Source: an optimization exercise on an open RTL-to-GDS flow (aim: small area, a short achievable clock period and few clock cycles per item). Production flows keep margins and buffers that such runs may drop.
RTL that was checked went through simulation tests only; none was proved equivalent to the original.

==> exp/lagoon: inputs <==
==> flow/design.v <==
module muldiv_sequencer #(
  parameter bit FAST_SPECIAL = 1'b1,
  parameter int XLEN         = 64
) (
  input  logic        clk_i,
  input  logic        rst_i,
  input  logic        start_i,
  input  logic [2:0]  funct3_i,
  input  logic        word_i,
  input  logic [63:0] op1_i,
  input  logic [63:0] op2_i,
  input  logic        kill_i,
  output logic        stall_o,
  output logic        busy_o,
  output logic        done_o,
  output logic [63:0] result_o
);
  localparam logic [2:0] S_IDLE = 3'd0, S_MUL = 3'd1, S_DPREP = 3'd2, S_DIV = 3'd3,
                         S_DNEG = 3'd4, S_DONE = 3'd5;
  logic [2:0]  state_q, state_d;
  logic [5:0]  cnt_q;         
  logic        last_q;        
  logic        last9_q;       
  logic [1:0]  ncls_q;        
  logic        mulh_q;        
  logic        rem_q;         
  logic        dsgn_q;        
  logic        dnegr_q;       
  logic        word_q;        
  logic        msign_q;       
  logic        bprev_q;       
  logic [64:0] a_q;           
  logic [66:0] o_q;           
  logic        cin_q;
  logic [63:0] hi_q;          
  logic [63:0] lo_q;          
  logic idle, accept;
  assign idle   = (state_q == S_IDLE);
  assign accept = idle & start_i & ~kill_i;
  logic [2:0]  op_in;
  logic        is_div_in, a_signed, b_signed;
  logic [64:0] a_x, b_x;
  logic [1:0]  ncls_a, ncls_b, ncls_m;
  logic        swap;
  function automatic logic [1:0] len_class(input logic [64:0] v);
    if ((&v[64:15]) | ~(|v[64:15]))      len_class = 2'd0;
    else if ((&v[64:31]) | ~(|v[64:31])) len_class = 2'd1;
    else if (v[64] == v[63])             len_class = 2'd2;
    else                                 len_class = 2'd3;
  endfunction
  always_comb begin
    op_in     = (word_i & ~funct3_i[2]) ? 3'b000 : funct3_i;
    is_div_in = op_in[2];
    a_signed  = is_div_in ? ~op_in[0] : ((op_in == 3'b000) | (op_in == 3'b001) | (op_in == 3'b010));
    b_signed  = is_div_in ? ~op_in[0] : ((op_in == 3'b000) | (op_in == 3'b001));
    a_x       = word_i ? {{33{a_signed & op1_i[31]}}, op1_i[31:0]} : {a_signed & op1_i[63], op1_i};
    b_x       = word_i ? {{33{b_signed & op2_i[31]}}, op2_i[31:0]} : {b_signed & op2_i[63], op2_i};
    ncls_a    = len_class(a_x);
    ncls_b    = len_class(b_x);
    swap      = ~is_div_in & (ncls_a < ncls_b);
    ncls_m    = swap ? ncls_a : ncls_b;
  end
  logic [7:0]  mbits;
  logic [73:0] msum;
  logic [73:0] pp [4];
  logic [3:0]  pneg;
  logic        an;
  assign an = dsgn_q & a_q[63];
  always_comb begin
    logic [8:0]  bb;
    logic [2:0]  trip;
    logic [66:0] mag;
    case (state_q)
      S_DPREP: mbits = an ? 8'hFF : 8'h01;    
      S_DNEG:  mbits = 8'hFF;                 
      default: mbits = last9_q ? {8{msign_q}} : lo_q[7:0];
    endcase
    bb = {mbits, bprev_q};
    for (int j = 0; j < 4; j++) begin
      trip = bb[2*j +: 3];
      case (trip)
        3'b001, 3'b010, 3'b101, 3'b110: mag = {{2{a_q[64]}}, a_q};
        3'b011, 3'b100:                 mag = {a_q[64], a_q, 1'b0};
        default:                        mag = '0;
      endcase
      pneg[j] = trip[2] & ~(trip[1] & trip[0]);
      pp[j]   = {{7{mag[66] ^ pneg[j]}}, mag ^ {67{pneg[j]}}} << (2*j);
    end
    msum = {{10{hi_q[63]}}, hi_q} + pp[0] + pp[1] + pp[2] + pp[3]
         + {66'd0, pneg[3], 1'b0, pneg[2], 1'b0, pneg[1], 1'b0, pneg[0]};
  end
  logic [63:0] mhi_n, mlo_n, mres;
  always_comb begin
    logic [127:0] x;
    mhi_n = msum[71:8];
    mlo_n = {msum[7:0], lo_q[63:8]};
    x     = {mhi_n, mlo_n};
    if (!mulh_q) begin
      case (ncls_q)
        2'd0:    mres = x[111:48];
        2'd1:    mres = x[95:32];
        default: mres = x[63:0];
      endcase
    end else begin
      case (ncls_q)
        2'd0:    mres = {{48{x[127]}}, x[127:112]};
        2'd1:    mres = {{32{x[127]}}, x[127:96]};
        2'd2:    mres = x[127:64];
        default: mres = x[119:56];
      endcase
    end
  end
  function automatic logic [6:0] bitlen(input logic [63:0] v);
    bitlen = 7'd0;
    for (int i = 0; i < 64; i++) if (v[i]) bitlen = 7'(i + 1);
  endfunction
  logic        bn, bzero, dneg;
  logic [63:0] ax, bx;
  logic [7:0]  dlen;
  logic [6:0]  dsh;
  logic [66:0] bsh;
  always_comb begin
    bn    = dsgn_q & lo_q[63];
    ax    = a_q[63:0] ^ {64{an}};
    bx    = lo_q ^ {64{bn}};
    bzero = (lo_q == 64'd0);
    dlen  = {1'b0, bitlen(ax)} + {7'd0, an} - {1'b0, bitlen(bx)};
    dneg  = dlen[7];
    dsh   = dlen[6:0] | 7'd1;
    bsh   = ({{3{bn}}, lo_q} << dsh) ^ {67{~bn}};
  end
  logic [67:0] dt1, dt2;
  logic        ge1, ge2;
  logic [63:0] rem1, rem2, qn;
  logic [66:0] o2;
  always_comb begin
    o2   = {o_q[66], o_q[66:1]};
    dt1  = {4'b0000, hi_q} + {o_q[66], o_q} + {67'd0, cin_q};
    ge1  = ~dt1[67];
    rem1 = ge1 ? dt1[63:0] : hi_q;
    dt2  = {4'b0000, rem1} + {o2[66], o2} + {67'd0, cin_q};
    ge2  = ~dt2[67];
    rem2 = ge2 ? dt2[63:0] : rem1;
    qn   = {lo_q[61:0], ge1, ge2};
  end
  always_ff @(posedge clk_i or negedge rst_i) begin
    if (!rst_i) begin
      lo_q   <= '0;
      word_q <= 1'b0;
    end else begin
      if (accept) begin
        lo_q   <= swap ? a_x[63:0] : b_x[63:0];
        word_q <= word_i;
      end else begin
        case (state_q)
          S_MUL: lo_q <= last_q ? mres : mlo_n;
          S_DPREP: begin
            if (bzero)     lo_q <= rem_q ? a_q[63:0] : 64'hFFFF_FFFF_FFFF_FFFF;
            else if (dneg) lo_q <= rem_q ? a_q[63:0] : 64'd0;
            else           lo_q <= 64'd0;
          end
          S_DIV:  lo_q <= (last_q && rem_q) ? rem2 : qn;
          S_DNEG: lo_q <= msum[63:0];
          default: ;
        endcase
      end
    end
  end
  always_ff @(posedge clk_i) begin
    if (accept) begin
      a_q     <= swap ? b_x : a_x;
      hi_q    <= '0;
      msign_q <= swap ? a_x[64] : b_x[64];
      bprev_q <= 1'b0;
      ncls_q  <= ncls_m;
      mulh_q  <= (op_in[1:0] != 2'b00);
      rem_q   <= op_in[1];
      dsgn_q  <= ~op_in[0];
      last9_q <= 1'b0;
      last_q  <= 1'b0;
      case (ncls_m)
        2'd0:    cnt_q <= 6'd1;
        2'd1:    cnt_q <= 6'd3;
        2'd2:    cnt_q <= 6'd7;
        default: cnt_q <= 6'd8;
      endcase
    end else begin
      case (state_q)
        S_MUL: begin
          hi_q    <= mhi_n;
          bprev_q <= lo_q[7];
          cnt_q   <= cnt_q - 6'd1;
          last_q  <= (cnt_q == 6'd1);
          last9_q <= (cnt_q == 6'd1) && (ncls_q == 2'd3);
        end
        S_DPREP: begin
          hi_q    <= msum[63:0];
          o_q     <= bsh;
          cin_q   <= ~bn;
          cnt_q   <= dlen[6:1];
          last_q  <= (dlen[6:1] == 6'd0);
          dnegr_q <= rem_q ? an : (an ^ bn);
        end
        S_DIV: begin
          hi_q   <= (last_q && dnegr_q) ? 64'd0 : rem2;
          a_q    <= {1'b0, rem_q ? rem2 : qn};
          o_q    <= {{2{o_q[66]}}, o_q[66:2]};
          cnt_q  <= cnt_q - 6'd1;
          last_q <= (cnt_q == 6'd1);
        end
        default: ;
      endcase
    end
  end
  always_ff @(posedge clk_i or negedge rst_i) begin
    if (!rst_i) state_q <= S_IDLE;
    else        state_q <= state_d;
  end
  always_comb begin
    state_d = state_q;
    case (state_q)
      S_IDLE:  if (accept) state_d = is_div_in ? S_DPREP : S_MUL;
      S_MUL:   if (last_q) state_d = S_DONE;
      S_DPREP: state_d = (bzero | dneg) ? S_DONE : S_DIV;
      S_DIV:   if (last_q) state_d = dnegr_q ? S_DNEG : S_DONE;
      S_DNEG:  state_d = S_DONE;
      S_DONE:  state_d = S_IDLE;
      default: state_d = S_IDLE;
    endcase
    if (kill_i && state_q != S_IDLE && state_q != S_DONE) state_d = S_IDLE;
  end
  assign busy_o  = (state_q != S_IDLE) & (state_q != S_DONE);
  assign done_o  = (state_q == S_DONE);
  assign stall_o = busy_o | accept;
  assign result_o = {word_q ? {32{lo_q[31]}} : lo_q[63:32], lo_q[31:0]};
endmodule
==> flow/run.sh <==
#!/bin/bash
# synth_recipe.tcl (not shown) runs the flow's synth.tcl, then flattens the netlist and writes it again
# the make line also repeats each setting of config.mk as NAME=value (left out here)
make -C /OpenROAD-flow-scripts/flow DESIGN_CONFIG=/design/flow/config.mk WORK_HOME=/design/flow/orfs CLKGATE_MAP_FILE= SYNTH_SCRIPT=/design/flow/synth_recipe.tcl finish
==> flow/config.mk <==
export PLATFORM = sky130hd
export DESIGN_NAME = muldiv_sequencer
export DESIGN_NICKNAME = muldiv_sequencer
export VERILOG_FILES = /design/flow/design.v
export SDC_FILE = /design/flow/constraint.sdc
export NUM_CORES = 4
export LEC_CHECK = 0
export CAP_MARGIN = 20
export CORE_MARGIN = 2
export CORE_UTILIZATION = 40
export SETUP_SLACK_MARGIN = 5
export SLEW_MARGIN = 20
==> flow/constraint.sdc <==
create_clock -name core_clock -period 10.0 [get_ports {clk_i}]
set_input_delay 2.0000 -clock core_clock [delete_from_list [all_inputs] [get_ports {clk_i}]]
set_output_delay 2.0000 -clock core_clock [all_outputs]
set_load 0.01 [all_outputs]
==> exp/ember: changes against exp/lagoon <==
--- a/flow/design.v
+++ b/flow/design.v
@@ -17,8 +17,5 @@
 );
-  localparam logic [2:0] S_IDLE = 3'd0, S_MUL = 3'd1, S_DPREP = 3'd2, S_DIV = 3'd3,
-                         S_DNEG = 3'd4, S_DONE = 3'd5;
+  localparam logic [2:0] S_IDLE = 3'd0, S_MUL = 3'd1, S_DPREP = 3'd2, S_DIV = 3'd3, S_DONE = 3'd4;
   logic [2:0]  state_q, state_d;
   logic [5:0]  cnt_q;         
-  logic        last_q;        
-  logic        last9_q;       
   logic [1:0]  ncls_q;        
@@ -27,4 +24,4 @@
   logic        dsgn_q;        
-  logic        dnegr_q;       
   logic        word_q;        
+  logic        neg_q;         
   logic        msign_q;       
@@ -32,4 +29,3 @@
   logic [64:0] a_q;           
-  logic [66:0] o_q;           
-  logic        cin_q;
+  logic        a_hi_q;        
   logic [63:0] hi_q;          
@@ -42,3 +38,3 @@
   logic [64:0] a_x, b_x;
-  logic [1:0]  ncls_a, ncls_b, ncls_m;
+  logic [1:0]  ncls_a, ncls_b;
   logic        swap;
@@ -60,3 +56,2 @@
     swap      = ~is_div_in & (ncls_a < ncls_b);
-    ncls_m    = swap ? ncls_a : ncls_b;
   end
@@ -66,16 +61,11 @@
   logic [3:0]  pneg;
-  logic        an;
-  assign an = dsgn_q & a_q[63];
-  always_comb begin
-    logic [8:0]  bb;
-    logic [2:0]  trip;
+  always_comb begin
+    logic [8:0] bb;
+    logic [2:0] trip;
     logic [66:0] mag;
-    case (state_q)
-      S_DPREP: mbits = an ? 8'hFF : 8'h01;    
-      S_DNEG:  mbits = 8'hFF;                 
-      default: mbits = last9_q ? {8{msign_q}} : lo_q[7:0];
-    endcase
-    bb = {mbits, bprev_q};
+    mbits = (cnt_q == 6'd0 && ncls_q == 2'd3) ? {8{msign_q}} : lo_q[7:0];
+    bb    = {mbits, bprev_q};
     for (int j = 0; j < 4; j++) begin
       trip = bb[2*j +: 3];
+      mag  = '0;
       case (trip)
@@ -116,8 +106,9 @@
   endfunction
-  logic        bn, bzero, dneg;
-  logic [63:0] ax, bx;
+  logic        an, bn, bzero, dneg;
+  logic [63:0] amag, bmag, ax, bx;
   logic [7:0]  dlen;
   logic [6:0]  dsh;
-  logic [66:0] bsh;
-  always_comb begin
+  logic [65:0] bsh;
+  always_comb begin
+    an    = dsgn_q & a_q[63];
     bn    = dsgn_q & lo_q[63];
@@ -125,2 +116,4 @@
     bx    = lo_q ^ {64{bn}};
+    amag  = ax + {63'd0, an};
+    bmag  = bx + {63'd0, bn};
     bzero = (lo_q == 64'd0);
@@ -129,17 +122,16 @@
     dsh   = dlen[6:0] | 7'd1;
-    bsh   = ({{3{bn}}, lo_q} << dsh) ^ {67{~bn}};
-  end
-  logic [67:0] dt1, dt2;
+    bsh   = {2'b00, bmag} << dsh;
+  end
+  logic [66:0] dt1, dt2;
   logic        ge1, ge2;
-  logic [63:0] rem1, rem2, qn;
-  logic [66:0] o2;
-  always_comb begin
-    o2   = {o_q[66], o_q[66:1]};
-    dt1  = {4'b0000, hi_q} + {o_q[66], o_q} + {67'd0, cin_q};
-    ge1  = ~dt1[67];
+  logic [63:0] rem1, rem2;
+  logic [65:0] bs;
+  always_comb begin
+    bs   = {a_hi_q, a_q};
+    dt1  = {3'b000, hi_q} - {1'b0, bs};
+    ge1  = ~dt1[66];
     rem1 = ge1 ? dt1[63:0] : hi_q;
-    dt2  = {4'b0000, rem1} + {o2[66], o2} + {67'd0, cin_q};
-    ge2  = ~dt2[67];
+    dt2  = {3'b000, rem1} - {2'b00, bs[65:1]};
+    ge2  = ~dt2[66];
     rem2 = ge2 ? dt2[63:0] : rem1;
-    qn   = {lo_q[61:0], ge1, ge2};
   end
@@ -148,2 +140,3 @@
       lo_q   <= '0;
+      neg_q  <= 1'b0;
       word_q <= 1'b0;
@@ -152,2 +145,3 @@
         lo_q   <= swap ? a_x[63:0] : b_x[63:0];
+        neg_q  <= 1'b0;
         word_q <= word_i;
@@ -155,3 +149,3 @@
         case (state_q)
-          S_MUL: lo_q <= last_q ? mres : mlo_n;
+          S_MUL: lo_q <= (cnt_q == 6'd0) ? mres : mlo_n;
           S_DPREP: begin
@@ -160,5 +154,5 @@
             else           lo_q <= 64'd0;
+            neg_q <= ~bzero & ~dneg & (rem_q ? an : (an ^ bn));
           end
-          S_DIV:  lo_q <= (last_q && rem_q) ? rem2 : qn;
-          S_DNEG: lo_q <= msum[63:0];
+          S_DIV: lo_q <= (cnt_q == 6'd0 && rem_q) ? rem2 : {lo_q[61:0], ge1, ge2};
           default: ;
@@ -171,2 +165,3 @@
       a_q     <= swap ? b_x : a_x;
+      a_hi_q  <= 1'b0;
       hi_q    <= '0;
@@ -174,3 +169,3 @@
       bprev_q <= 1'b0;
-      ncls_q  <= ncls_m;
+      ncls_q  <= swap ? ncls_a : ncls_b;
       mulh_q  <= (op_in[1:0] != 2'b00);
@@ -178,5 +173,3 @@
       dsgn_q  <= ~op_in[0];
-      last9_q <= 1'b0;
-      last_q  <= 1'b0;
-      case (ncls_m)
+      case (swap ? ncls_a : ncls_b)
         2'd0:    cnt_q <= 6'd1;
@@ -192,19 +185,12 @@
           cnt_q   <= cnt_q - 6'd1;
-          last_q  <= (cnt_q == 6'd1);
-          last9_q <= (cnt_q == 6'd1) && (ncls_q == 2'd3);
         end
         S_DPREP: begin
-          hi_q    <= msum[63:0];
-          o_q     <= bsh;
-          cin_q   <= ~bn;
-          cnt_q   <= dlen[6:1];
-          last_q  <= (dlen[6:1] == 6'd0);
-          dnegr_q <= rem_q ? an : (an ^ bn);
+          hi_q           <= amag;
+          {a_hi_q, a_q}  <= bsh;
+          cnt_q          <= dlen[6:1];
         end
         S_DIV: begin
-          hi_q   <= (last_q && dnegr_q) ? 64'd0 : rem2;
-          a_q    <= {1'b0, rem_q ? rem2 : qn};
-          o_q    <= {{2{o_q[66]}}, o_q[66:2]};
-          cnt_q  <= cnt_q - 6'd1;
-          last_q <= (cnt_q == 6'd1);
+          hi_q          <= rem2;
+          {a_hi_q, a_q} <= {2'b00, bs[65:2]};
+          cnt_q         <= cnt_q - 6'd1;
         end
@@ -222,6 +208,5 @@
       S_IDLE:  if (accept) state_d = is_div_in ? S_DPREP : S_MUL;
-      S_MUL:   if (last_q) state_d = S_DONE;
+      S_MUL:   if (cnt_q == 6'd0) state_d = S_DONE;
       S_DPREP: state_d = (bzero | dneg) ? S_DONE : S_DIV;
-      S_DIV:   if (last_q) state_d = dnegr_q ? S_DNEG : S_DONE;
-      S_DNEG:  state_d = S_DONE;
+      S_DIV:   if (cnt_q == 6'd0) state_d = S_DONE;
       S_DONE:  state_d = S_IDLE;
@@ -234,3 +219,5 @@
   assign stall_o = busy_o | accept;
-  assign result_o = {word_q ? {32{lo_q[31]}} : lo_q[63:32], lo_q[31:0]};
+  logic [63:0] rneg;
+  assign rneg     = (lo_q ^ {64{neg_q}}) + {63'd0, neg_q};
+  assign result_o = word_q ? {{32{rneg[31]}}, rneg[31:0]} : rneg;
 endmodule
- SETUP_SLACK_MARGIN: 5 -> unset
==> run summary <==
metric	exp/ember	exp/lagoon
Status	complete, no violations	complete, no violations
Library cell with the largest summed area after synthesis	sky130_fd_sc_hd__xnor2_1	sky130_fd_sc_hd__edfxtp_1
Post-synthesis mux area share	6.258%	7.102%
Seq cells post-synth	212	281
PnR worst setup slack	0.2896 ns	2.033 ns
Stages on worst setup path	31	30
Most repeated cell in the gate-level netlist after synthesis	sky130_fd_sc_hd__a21oi_1	sky130_fd_sc_hd__o21ai_0
Clock sink total	212	281
Die Footprint	138,500 µm²	134,800 µm²
Register-to-register setup slack	0.29 ns	2.03 ns
Proportion of netlist area held by the largest area contributor	9.436%	8.312%
Mapped Avg Cell Area	7.137 µm²	7.340 µm²
Testbench counts of exp/ember, summed over its fixed seeds: cycles 10,830, items 1,600.
Only the layout flow was run in exp/lagoon; the RTL was not checked for function there.

[re-timing with driven ports]
The flow's constraints put no driver on any port. The routed layouts listed below were extracted and timed again, unchanged, in two steps. Step 1 sets driving cells, clkbuf_16 on the clock port and buf_2 on the other inputs (assumed; they add their load-dependent delay and slew). Step 2, shift: input delay + t, output delay - t, t = (earliest + latest rising clock arrival at the registers) / 2. This alone moves slack from input paths to output paths. Slacks: ideal / step 1 / step 2; pairs: ideal / step 1.
| run | t (ns) | setup slack, ns | worst hold slack (ns) | worst setup path at the end |
|---|---|---|---|---|
| exp/lagoon | 0.752 | 2.033 / 2.033 / 2.033 | 0.553 / 0.553 / 0.553 | register to register |
| exp/ember | 0.703 | 0.290 / 0.290 / 0.290 | 0.505 / 0.505 / 0.505 | register to register |
After both steps setup and hold are still met in every run listed.
